Context: an optimization exercise on an open-source flow, tuned for small area, a short achievable clock period and few clock cycles per item. The choices shown serve that exercise and are no tape-out recipe.
The RTL was checked by simulation tests, not by an equivalence proof against the original design.
Power figures rest on the tool's default switching activity, not on a simulated workload.

## flow/config.mk

```make
export PLATFORM = sky130hd
export DESIGN_NAME = pi_speed_controller_with_position_core
export DESIGN_NICKNAME = pi_speed_controller_with_position_core
export VERILOG_FILES = /design/flow/design.v
export SDC_FILE = /design/flow/constraint.sdc
export NUM_CORES = 4
export LEC_CHECK = 0
export CAP_MARGIN = 20
export CORE_MARGIN = 2
export CORE_UTILIZATION = 40
export SLEW_MARGIN = 20
```

## flow/constraint.sdc

```tcl
create_clock -name core_clock -period 10.0 [get_ports {i_clk}]
set_input_delay 2.0000 -clock core_clock [delete_from_list [all_inputs] [get_ports {i_clk}]]
set_output_delay 2.0000 -clock core_clock [all_outputs]
set_load 0.01 [all_outputs]
```

## flow/design.v

```verilog
`timescale 1ns / 1ps
package pisc_pkg;
    localparam int DELTA_W  = 16;
    localparam int TARGET_W = 8;
    localparam int DUTY_W   = 7;
    localparam int CMP_W    = 16;
    localparam int ERR_W    = 17;
    localparam int INTEG_W  = 12;
    localparam int COUNT_W  = 32;
    localparam int GEAR_W   = 14;
    localparam int IN_W     = 32;
    localparam int OUT_W    = 136;
    localparam int APB_AW = 4;
    localparam int APB_DW = 32;
    localparam int GAIN_W = 8;
    localparam int PER_W  = 16;
    localparam logic [GAIN_W-1:0] PROP_GAIN_RST  = 8'd1;
    localparam logic [GAIN_W-1:0] INTEG_GAIN_RST = 8'd1;
    localparam logic [PER_W-1:0]  PWM_PERIOD_RST = 16'd1200;
    localparam int GEAR_MODULUS_DEF   = 12800;
    localparam int INTEGRAL_LIMIT_DEF = 3200;
    localparam int DUTY_MAX   = 100;
    localparam int SUM_SHIFT  = 5;
    localparam int SUM_W      = 27;
    localparam int CMP_X_W   = 23;
    localparam int CMP_SHIFT = 30;
    localparam int CMP_RC_W  = 24;
    localparam logic [CMP_RC_W-1:0] CMP_RECIP =
        CMP_RC_W'(((1 << CMP_SHIFT) + DUTY_MAX - 1) / DUTY_MAX);
    localparam int GV_W = 17;
    localparam int MUL_W  = 25;
    localparam int PROD_W = 2 * MUL_W;
    localparam int STEP_W = 3;
    typedef enum logic [1:0] {
        REG_PROP_GAIN  = 2'd0,
        REG_INTEG_GAIN = 2'd1,
        REG_PWM_PERIOD = 2'd2
    } t_reg_idx;
    typedef enum logic [2:0] {
        MUL_NONE     = 3'd0,
        MUL_ERR_IG   = 3'd1,
        MUL_ERR_PG   = 3'd2,
        MUL_GV_RCP   = 3'd3,
        MUL_DUTY_PER = 3'd4,
        MUL_Q_MOD    = 3'd5,
        MUL_X_RCP    = 3'd6
    } t_mul_sel;
    typedef enum logic [2:0] {
        WB_NONE   = 3'd0,
        WB_LOAD   = 3'd1,
        WB_INTEG  = 3'd2,
        WB_DUTY   = 3'd3,
        WB_GQ     = 3'd4,
        WB_X      = 3'd5,
        WB_GREM   = 3'd6,
        WB_FINISH = 3'd7
    } t_wb_op;
    typedef enum logic [1:0] {
        CND_ALWAYS  = 2'd0,
        CND_IN_WORD = 2'd1,
        CND_OUT_FREE = 2'd2
    } t_cond;
    typedef struct packed {
        t_mul_sel          mul;
        t_wb_op            wb;
        t_cond             cond;
        logic [STEP_W-1:0] target;
    } t_uc_word;
    function automatic t_uc_word uc_rom(input logic [STEP_W-1:0] addr);
        case (addr)
            3'd0:    uc_rom = {pisc_pkg::MUL_NONE,     pisc_pkg::WB_LOAD,   pisc_pkg::CND_IN_WORD,  3'd1};
            3'd1:    uc_rom = {pisc_pkg::MUL_ERR_IG,   pisc_pkg::WB_NONE,   pisc_pkg::CND_ALWAYS,   3'd2};
            3'd2:    uc_rom = {pisc_pkg::MUL_ERR_PG,   pisc_pkg::WB_INTEG,  pisc_pkg::CND_ALWAYS,   3'd3};
            3'd3:    uc_rom = {pisc_pkg::MUL_GV_RCP,   pisc_pkg::WB_DUTY,   pisc_pkg::CND_ALWAYS,   3'd4};
            3'd4:    uc_rom = {pisc_pkg::MUL_DUTY_PER, pisc_pkg::WB_GQ,     pisc_pkg::CND_ALWAYS,   3'd5};
            3'd5:    uc_rom = {pisc_pkg::MUL_Q_MOD,    pisc_pkg::WB_X,      pisc_pkg::CND_ALWAYS,   3'd6};
            3'd6:    uc_rom = {pisc_pkg::MUL_X_RCP,    pisc_pkg::WB_GREM,   pisc_pkg::CND_ALWAYS,   3'd7};
            3'd7:    uc_rom = {pisc_pkg::MUL_NONE,     pisc_pkg::WB_FINISH, pisc_pkg::CND_OUT_FREE, 3'd0};
            default: uc_rom = {pisc_pkg::MUL_NONE,     pisc_pkg::WB_NONE,   pisc_pkg::CND_ALWAYS,   3'd0};
        endcase
    endfunction
endpackage
`timescale 1ns / 1ps
module pi_speed_controller_with_position_core #(
    parameter int GEAR_MODULUS   = pisc_pkg::GEAR_MODULUS_DEF,
    parameter int INTEGRAL_LIMIT = pisc_pkg::INTEGRAL_LIMIT_DEF
) (
    input  logic                          i_clk,
    input  logic                          i_rst_n,
    input  logic                          i_s_tvalid,
    output logic                          o_s_tready,
    input  logic [pisc_pkg::IN_W-1:0]     i_s_tdata,
    output logic                          o_m_tvalid,
    input  logic                          i_m_tready,
    output logic [pisc_pkg::OUT_W-1:0]    o_m_tdata,
    input  logic                          psel,
    input  logic                          penable,
    input  logic                          pwrite,
    input  logic [pisc_pkg::APB_AW-1:0]   paddr,
    input  logic [pisc_pkg::APB_DW-1:0]   pwdata,
    output logic [pisc_pkg::APB_DW-1:0]   prdata,
    output logic                          pready
);
    localparam int HALF_DELTA = 1 << (pisc_pkg::DELTA_W - 1);
    localparam int GEAR_OFS_I =
        ((HALF_DELTA + GEAR_MODULUS - 1) / GEAR_MODULUS) * GEAR_MODULUS;
    localparam int GEAR_RCP_I = (1 << pisc_pkg::GV_W) / GEAR_MODULUS;
    localparam logic [pisc_pkg::GV_W:0]   GEAR_OFS  = (pisc_pkg::GV_W + 1)'(GEAR_OFS_I);
    localparam logic [pisc_pkg::GV_W-1:0] GEAR_RCP  = pisc_pkg::GV_W'(GEAR_RCP_I);
    localparam logic [pisc_pkg::GV_W-1:0] GEAR_MODV = pisc_pkg::GV_W'(GEAR_MODULUS);
    localparam logic [pisc_pkg::SUM_W-1:0] ILIM_S = pisc_pkg::SUM_W'(INTEGRAL_LIMIT);
    localparam logic [pisc_pkg::INTEG_W-1:0] ILIM = pisc_pkg::INTEG_W'(INTEGRAL_LIMIT);
    localparam logic [pisc_pkg::SUM_W-pisc_pkg::SUM_SHIFT-1:0] DMAX_S =
        (pisc_pkg::SUM_W - pisc_pkg::SUM_SHIFT)'(pisc_pkg::DUTY_MAX);
    localparam logic [pisc_pkg::DUTY_W-1:0] DMAX = pisc_pkg::DUTY_W'(pisc_pkg::DUTY_MAX);
    logic [pisc_pkg::GAIN_W-1:0] r_prop_gain;
    logic [pisc_pkg::GAIN_W-1:0] r_integ_gain;
    logic [pisc_pkg::PER_W-1:0]  r_pwm_period;
    logic                        w_cfg_wr;
    pisc_pkg::t_reg_idx          w_reg_idx;
    assign pready    = 1'b1;
    assign w_cfg_wr  = psel && penable && pwrite;
    assign w_reg_idx = pisc_pkg::t_reg_idx'(paddr[3:2]);
    always_ff @(posedge i_clk) begin
        if (!i_rst_n) begin
            r_prop_gain  <= pisc_pkg::PROP_GAIN_RST;
            r_integ_gain <= pisc_pkg::INTEG_GAIN_RST;
            r_pwm_period <= pisc_pkg::PWM_PERIOD_RST;
        end else if (w_cfg_wr) begin
            case (w_reg_idx)
                pisc_pkg::REG_PROP_GAIN:  r_prop_gain  <= pwdata[pisc_pkg::GAIN_W-1:0];
                pisc_pkg::REG_INTEG_GAIN: r_integ_gain <= pwdata[pisc_pkg::GAIN_W-1:0];
                pisc_pkg::REG_PWM_PERIOD: r_pwm_period <= pwdata[pisc_pkg::PER_W-1:0];
                default: ;
            endcase
        end
    end
    always_comb begin
        case (w_reg_idx)
            pisc_pkg::REG_PROP_GAIN:  prdata = {24'd0, r_prop_gain};
            pisc_pkg::REG_INTEG_GAIN: prdata = {24'd0, r_integ_gain};
            pisc_pkg::REG_PWM_PERIOD: prdata = {16'd0, r_pwm_period};
            default:                  prdata = '0;
        endcase
    end
    logic [pisc_pkg::STEP_W-1:0] r_step;
    logic [pisc_pkg::STEP_W-1:0] n_step;
    pisc_pkg::t_uc_word          w_uc;
    logic                        w_go;
    logic                        r_out_valid;
    assign w_uc = pisc_pkg::uc_rom(r_step);
    always_comb begin
        case (w_uc.cond)
            pisc_pkg::CND_ALWAYS:   w_go = 1'b1;
            pisc_pkg::CND_IN_WORD:  w_go = i_s_tvalid;
            pisc_pkg::CND_OUT_FREE: w_go = !r_out_valid || i_m_tready;
            default:                w_go = 1'b0;
        endcase
    end
    assign n_step     = w_go ? w_uc.target : r_step;
    assign o_s_tready = (w_uc.cond == pisc_pkg::CND_IN_WORD);
    always_ff @(posedge i_clk) begin
        if (!i_rst_n) begin
            r_step <= '0;
        end else begin
            r_step <= n_step;
        end
    end
    logic signed [pisc_pkg::ERR_W-1:0]  r_err;
    logic [pisc_pkg::DUTY_W-1:0]        r_duty;
    logic [pisc_pkg::GV_W-1:0]          r_gv;
    logic [pisc_pkg::GV_W-1:0]          r_q;
    logic [pisc_pkg::CMP_X_W-1:0]       r_x;
    logic                               r_zero_pos;
    logic signed [pisc_pkg::PROD_W-1:0] r_prod;
    logic [pisc_pkg::INTEG_W-1:0]       r_integ;
    logic [pisc_pkg::COUNT_W-1:0]       r_travel;
    logic [pisc_pkg::COUNT_W-1:0]       r_segment;
    logic [pisc_pkg::GEAR_W-1:0]        r_gear;
    logic signed [pisc_pkg::DELTA_W-1:0] w_delta;
    logic [pisc_pkg::TARGET_W-1:0]       w_target;
    logic                                w_reverse;
    logic                                w_clr_travel;
    logic                                w_clr_segment;
    logic                                w_zero_pos;
    assign w_delta       = $signed(i_s_tdata[15:0]);
    assign w_target      = i_s_tdata[23:16];
    assign w_reverse     = i_s_tdata[24];
    assign w_clr_travel  = i_s_tdata[25];
    assign w_clr_segment = i_s_tdata[26];
    assign w_zero_pos    = i_s_tdata[27];
    logic signed [pisc_pkg::ERR_W-1:0] w_dbl;
    logic signed [pisc_pkg::ERR_W-1:0] w_d17;
    logic signed [pisc_pkg::ERR_W-1:0] w_err;
    logic [pisc_pkg::COUNT_W-1:0]      w_d32;
    logic [pisc_pkg::GV_W:0]           w_gv;
    assign w_dbl = $signed({8'd0, w_target, 1'b0});
    assign w_d17 = $signed({w_delta[15], w_delta});
    assign w_err = w_reverse ? (w_dbl + w_d17) : (w_dbl - w_d17);
    assign w_d32 = {{16{w_delta[15]}}, w_delta};
    assign w_gv  = {4'd0, r_gear} + {{2{w_delta[15]}}, w_delta} + GEAR_OFS;
    logic signed [pisc_pkg::MUL_W-1:0] w_mul_a;
    logic signed [pisc_pkg::MUL_W-1:0] w_mul_b;
    always_comb begin
        case (w_uc.mul)
            pisc_pkg::MUL_ERR_IG: begin
                w_mul_a = {{8{r_err[16]}}, r_err};
                w_mul_b = {17'd0, r_integ_gain};
            end
            pisc_pkg::MUL_ERR_PG: begin
                w_mul_a = {{8{r_err[16]}}, r_err};
                w_mul_b = {17'd0, r_prop_gain};
            end
            pisc_pkg::MUL_GV_RCP: begin
                w_mul_a = {8'd0, r_gv};
                w_mul_b = {8'd0, GEAR_RCP};
            end
            pisc_pkg::MUL_DUTY_PER: begin
                w_mul_a = {18'd0, r_duty};
                w_mul_b = {9'd0, r_pwm_period};
            end
            pisc_pkg::MUL_Q_MOD: begin
                w_mul_a = {8'd0, r_q};
                w_mul_b = {8'd0, GEAR_MODV};
            end
            pisc_pkg::MUL_X_RCP: begin
                w_mul_a = {2'd0, r_x};
                w_mul_b = {1'b0, pisc_pkg::CMP_RECIP};
            end
            default: begin
                w_mul_a = '0;
                w_mul_b = '0;
            end
        endcase
    end
    logic [pisc_pkg::SUM_W-1:0]   w_isum;
    logic [pisc_pkg::INTEG_W-1:0] w_integ;
    assign w_isum = r_prod[pisc_pkg::SUM_W-1:0] + {15'd0, r_integ};
    always_comb begin
        if (w_isum[pisc_pkg::SUM_W-1]) begin
            w_integ = '0;
        end else if (w_isum >= ILIM_S) begin
            w_integ = ILIM;
        end else begin
            w_integ = w_isum[pisc_pkg::INTEG_W-1:0];
        end
    end
    logic [pisc_pkg::SUM_W-1:0]                    w_dsum;
    logic [pisc_pkg::SUM_W-pisc_pkg::SUM_SHIFT-1:0] w_dshift;
    logic [pisc_pkg::DUTY_W-1:0]                   w_duty;
    assign w_dsum   = r_prod[pisc_pkg::SUM_W-1:0] + {15'd0, r_integ};
    assign w_dshift = w_dsum[pisc_pkg::SUM_W-1:pisc_pkg::SUM_SHIFT];
    always_comb begin
        if (w_dsum[pisc_pkg::SUM_W-1] || (w_dsum == '0)) begin
            w_duty = '0;
        end else if (w_dshift > DMAX_S) begin
            w_duty = DMAX;
        end else begin
            w_duty = w_dshift[pisc_pkg::DUTY_W-1:0];
        end
    end
    logic [pisc_pkg::GV_W-1:0]   w_grem;
    logic [pisc_pkg::GEAR_W-1:0] w_gear;
    logic [pisc_pkg::CMP_W-1:0]  w_cmp;
    assign w_grem = (r_gv >= GEAR_MODV) ? (r_gv - GEAR_MODV) : r_gv;
    assign w_gear = r_zero_pos ? '0 : w_grem[pisc_pkg::GEAR_W-1:0];
    assign w_cmp  = r_prod[pisc_pkg::CMP_SHIFT +: pisc_pkg::CMP_W];
    logic w_wb;
    assign w_wb = w_go;
    always_ff @(posedge i_clk) begin
        if (w_uc.mul != pisc_pkg::MUL_NONE) begin
            r_prod <= w_mul_a * w_mul_b;
        end
        if (w_wb) begin
            case (w_uc.wb)
                pisc_pkg::WB_LOAD: begin
                    r_err      <= w_err;
                    r_gv       <= w_gv[pisc_pkg::GV_W-1:0];
                    r_zero_pos <= w_zero_pos;
                end
                pisc_pkg::WB_DUTY: r_duty <= w_duty;
                pisc_pkg::WB_GQ:   r_q    <= r_prod[pisc_pkg::GV_W +: pisc_pkg::GV_W];
                pisc_pkg::WB_X:    r_x    <= r_prod[pisc_pkg::CMP_X_W-1:0];
                pisc_pkg::WB_GREM: r_gv   <= r_gv - r_prod[pisc_pkg::GV_W-1:0];
                default: ;
            endcase
        end
    end
    always_ff @(posedge i_clk) begin
        if (!i_rst_n) begin
            r_integ   <= '0;
            r_travel  <= '0;
            r_segment <= '0;
            r_gear    <= '0;
        end else if (w_wb) begin
            case (w_uc.wb)
                pisc_pkg::WB_LOAD: begin
                    if (w_clr_travel) begin
                        r_travel  <= w_d32;
                        r_segment <= w_d32;
                    end else begin
                        r_travel  <= r_travel + w_d32;
                        r_segment <= (w_clr_segment ? '0 : r_segment) + w_d32;
                    end
                end
                pisc_pkg::WB_INTEG:  r_integ <= w_integ;
                pisc_pkg::WB_FINISH: r_gear  <= w_gear;
                default: ;
            endcase
        end
    end
    logic                        w_finish;
    logic [pisc_pkg::OUT_W-1:0]  r_out_data;
    assign w_finish = w_wb && (w_uc.wb == pisc_pkg::WB_FINISH);
    always_ff @(posedge i_clk) begin
        if (!i_rst_n) begin
            r_out_valid <= 1'b0;
        end else if (w_finish) begin
            r_out_valid <= 1'b1;
        end else if (i_m_tready) begin
            r_out_valid <= 1'b0;
        end
    end
    always_ff @(posedge i_clk) begin
        if (w_finish) begin
            r_out_data <= {6'd0, w_gear, r_segment, r_travel, r_integ,
                           r_err, w_cmp, r_duty};
        end
    end
    assign o_m_tvalid = r_out_valid;
    assign o_m_tdata  = r_out_data;
endmodule
```

## flow/run.sh

```bash
#!/bin/bash
# synth_recipe.tcl (not shown) runs the flow's synth.tcl, then flattens the netlist and writes it again
# the make line also repeats each setting of config.mk as NAME=value (left out here)
make -C /OpenROAD-flow-scripts/flow DESIGN_CONFIG=/design/flow/config.mk WORK_HOME=/design/flow/orfs CLKGATE_MAP_FILE= SYNTH_SCRIPT=/design/flow/synth_recipe.tcl finish
```

==> flow_metrics.env <==
export IMPL_relSlewSlack_pct=27.97
export IMPL_grt_pass1_vias=28900
export IMPL_worstPathMaxFanout=52
export IMPL_multi_input_area_um2=24900
export IMPL_reg2reg_slack_ns=0.70
export IMPL_synth_edf_count=258
export IMPL_crit_path_frequent_cell="fa_1"
export IMPL_clockBufferDepth=3
export IMPL_port_buffers=200
export IMPL_io_pins=246
export IMPL_crit_path_start_kind="flip-flop"
export IMPL_wl_per_cell_um=19.35
export IMPL_status="finished clean"
export IMPL_drcViolationCount=0
export IMPL_max_freq_mhz=107.6
export IMPL_gp_congestion=0.9088
export IMPL_syn_inst=3851
export IMPL_critPathLaunch="w_uc[9]$_DFF_P_"
export IMPL_cts_tree="done"
export IMPL_r2r_end="r_prod[37]$_DFFE_PP_"
export IMPL_drive_above_1_share_pct=5.097
export IMPL_dp_hpwl_mm=82.85
export IMPL_synth_top_area_share_pct=25.47
export IMPL_avgSynthCellArea_um2=9.959
export IMPL_viasPerCell=5.179
export IMPL_stdcell_area_um2=43700
export IMPL_cp_endpoint="r_prod[37]$_DFFE_PP_"
export IMPL_cts_sinks=395
export IMPL_cts_buffers=44
export IMPL_synth_largest_area_cell="fa_1"
export IMPL_tightestPinTransition_ns=1.081
export IMPL_power_density_nw_per_um2=192.0
export IMPL_critical_path_class="reg2reg"
export IMPL_antenna_found_initial=5
export IMPL_tns_ns=0
export IMPL_worstPathRequired_ns=10.46
export IMPL_max_cap_violations=0
export IMPL_p_leak_uw=0.02035
export IMPL_rows=113
export IMPL_cts_reportedPaths_clkPinSlew_ns=0.07
export IMPL_synth_area_um2=38350
export IMPL_fin_cells=5405
export IMPL_crit_arrival_ns=9.76
export IMPL_fin_crit_ns=9.296
export IMPL_clock_latency_ns=0.60
export IMPL_cts_root_buf="clkbuf_16"
export IMPL_fin_skew_ns=0.02384
export IMPL_netlist_cell_type_count=80
export IMPL_yosys_warnings=1
export IMPL_synth_most_common_cell="inv_1"
export IMPL_htreeDepth=2
export IMPL_hp_class="reg2reg"
export IMPL_r2r_cells=29
export IMPL_min_period_over_period_pct=92.96
export IMPL_die_x_um=313.6
export IMPL_place_inst=5324
export IMPL_place_area_um2=42240
export IMPL_ir_drop_mv=0.2827
export IMPL_vias=28000
export IMPL_drv_slew=0
export IMPL_synth_area_leaders="fa_1 (25%), edfxtp_1 (20%), ha_1 (10%)"
export IMPL_holdWs_ns=0.4117
export IMPL_synth_common_cells="inv_1 (701), fa_1 (488), nand2_1 (314)"
export IMPL_core_area_um2=95010
export IMPL_totalWireLength_mm=104.6
export IMPL_area_delta_synth_final_pct=13.96
export IMPL_postCtsSetupBuffers=0
export IMPL_post_cts_resized=0
export IMPL_grt_start_max_net_pins=99
export IMPL_first_pass_iters=6
export IMPL_rsz0062_at_grt="no"
export IMPL_regArea_um2=10490
export IMPL_fin_util_pct=46.00
export IMPL_finalHoldViolations=0
export IMPL_nFillCells=9076
export IMPL_start_util_pct=40.36
export IMPL_ys_seq_area_share_pct=27.35
export IMPL_dieArea_um2=98370
export IMPL_setup_violations=0
export IMPL_endpoint_kind="flip-flop"
export IMPL_grt_pass1_wl_mm=164.7
export IMPL_drt_iter0_drc=1780
export IMPL_grtUsageTotal_pct=21.60
export IMPL_gr_total_overflow=0
export IMPL_diodes=0
export IMPL_nets=4980
export IMPL_cts_hold_buf=0
export IMPL_synthFlopType="edfxtp_1"
export IMPL_critPathMaxStageDelay_ns=0.66
export IMPL_ys_ff_latch=395
export IMPL_async_reset_ff_share_pct=0
export IMPL_die_height_um=313.6
export IMPL_cpMaxStageDelayCell="dfxtp_2"
export IMPL_ant_nets=0
export IMPL_worstReg2RegStart="w_uc[9]$_DFF_P_"
[cells in the final DEF (no fill, tap or decap), types with 14 or more instances in the layout]
master / count
a211oi_1: 17
a21boi_0: 29
a21o_1: 50
a21oi_1: 165
a22o_1: 14
and2_1: 28
and3_1: 72
buf_4: 84
clkbuf_16: 45
clkdlybuf4s50_1: 197
conb_1: 65
dfxtp_1: 136
edfxtp_1: 258
fa_1: 488
ha_1: 312
inv_1: 700
mux2i_1: 51
nand2_1: 314
nand2b_1: 29
nand3_1: 46
nor2_1: 186
nor2b_1: 100
nor3_1: 40
o211a_1: 29
o211ai_1: 23
o21a_1: 25
o21ai_0: 147
o21bai_1: 28
o31ai_1: 14
or2_2: 23
or3_1: 20
xnor2_1: 91
xor2_1: 54
[routing by layer]
layer  share of wire (%)  vias up  global-route usage, %
li1                    -    13180                      -
met1                  43    14000                  28.34
met2                  48      660                  36.88
met3                 5.3      148                  3.523
met4                 3.1        8                  6.079
met5               0.041        -                      0
[flip-flops by register name, indices dropped and copies added (netlist names)]
| name | cells |
|---|---|
| r_gv | 17 |
| r_x | 23 |
| r_err | 17 |
| r_prod | 46 |
| r_step | 3 |
| r_zero_pos | 1 |
| r_q | 17 |
| r_gear | 14 |
| r_integ | 12 |
| r_prop_gain | 8 |
| r_travel | 32 |
| r_duty | 7 |
| r_pwm_period | 16 |
| r_out_data | 130 |
| w_uc | 11 |
| r_out_valid | 1 |
| r_segment | 32 |
| r_integ_gain | 8 |
[power breakdown]
| group | internal (µW) | switching, µW | total, µW |
|---|---|---|---|
| Clock | 952 | 704 | 1660 |
| Sequential | 2200 | 293 | 2490 |
| Combinational | 1780 | 2460 | 4240 |
| Total | 4930 | 3460 | 8390 |
[through the flow]
| stage | worst slack (ns) | power [µW] |
|---|---|---|
| 6_report | 0.7040 | 8392 |
| 5_1_grt | 0.2984 | 9106 |
| 4_1_cts | 0.7767 | 8444 |
| 3_5_place_dp | 0.8480 | 6734 |
| 3_3_place_gp | 0.8895 | 6705 |
| 2_1_floorplan | 1.743 | 5585 |
[logic make-up (layout without fill, tap and decap cells)]
group | Yosys count | count (layout) | share of synthesized area (%)
other cells | 2 | 65 | 0.01958
mux | 54 | 54 | 1.419
flops | 395 | 395 | 27.35
fa+ha+maj | 800 | 800 | 35.65
compound gates | 683 | 683 | 11.91
buf+inv | 842 | 1068 | 8.466
simple gates | 930 | 930 | 11.87
xor+xnor | 145 | 145 | 3.311
[worst min-delay path by stage]
stage	from	depth (start not counted)	endpoint	slack, ns
finish	r_prod[28]$_DFFE_PP_	0	r_q[11]$_DFFE_PP_	0.41
global route	r_prod[38]$_DFFE_PP_	0	r_out_data[15]$_DFFE_PP_	0.43
CTS	r_prod[28]$_DFFE_PP_	0	r_q[11]$_DFFE_PP_	0.42
detailed placement	r_prod[41]$_DFFE_PP_	0	r_out_data[18]$_DFFE_PP_	0.40
global placement	r_prod[28]$_DFFE_PP_	0	r_q[11]$_DFFE_PP_	0.40
floorplan	r_prod[34]$_DFFE_PP_	0	r_out_data[11]$_DFFE_PP_	0.40
[cell type report]
cell class,count,area share [%]
inverter,703,6.052
sequential,395,24.01
clock buffer,62,2.837
multi-input combinational,2677,56.96
timing repair buffer,284,6.024
clock inverter,19,0.4953
tap,1265,3.622
[critical path, delay by kind of cell, from the launching register on]
kind	cells	cell delay (ns)
compound gates	7	1.74
buf+inv	6	1.06
simple gates	8	1.88
flops	1	0.66
fa+ha+maj	8	3.79
Testbench counts, summed over its fixed seeds: cycles 16,392, items 2,048.

## separate check: timing with driven ports
In the flow no input, the clock included, has a driving cell. The finished layout below was timed again as built, in two steps. Step 1 assumes that a clkbuf_16 drives the clock port and a buf_2 every other input. Step 2, shift: input delay + t, output delay - t, t = (earliest + latest rising clock arrival at the registers) / 2. This alone moves slack from input paths to output paths. Slacks: ideal ports / drivers / drivers and shift; pairs: ideal ports / drivers.
shift t [ns]: 0.645
setup WS [ns]: 0.704 / 0.704 / 0.704
hold WS [ns]: 0.412 / 0.412 / 0.412
latest minus earliest clock arrival (ns): 0.030 / 0.029
worst register clock-pin slew, ns: 0.07 / 0.07
After both steps setup and hold are still met in this run. The setup slack of this run moves by 0.000 ns with the drivers and by 0.000 ns with both steps.
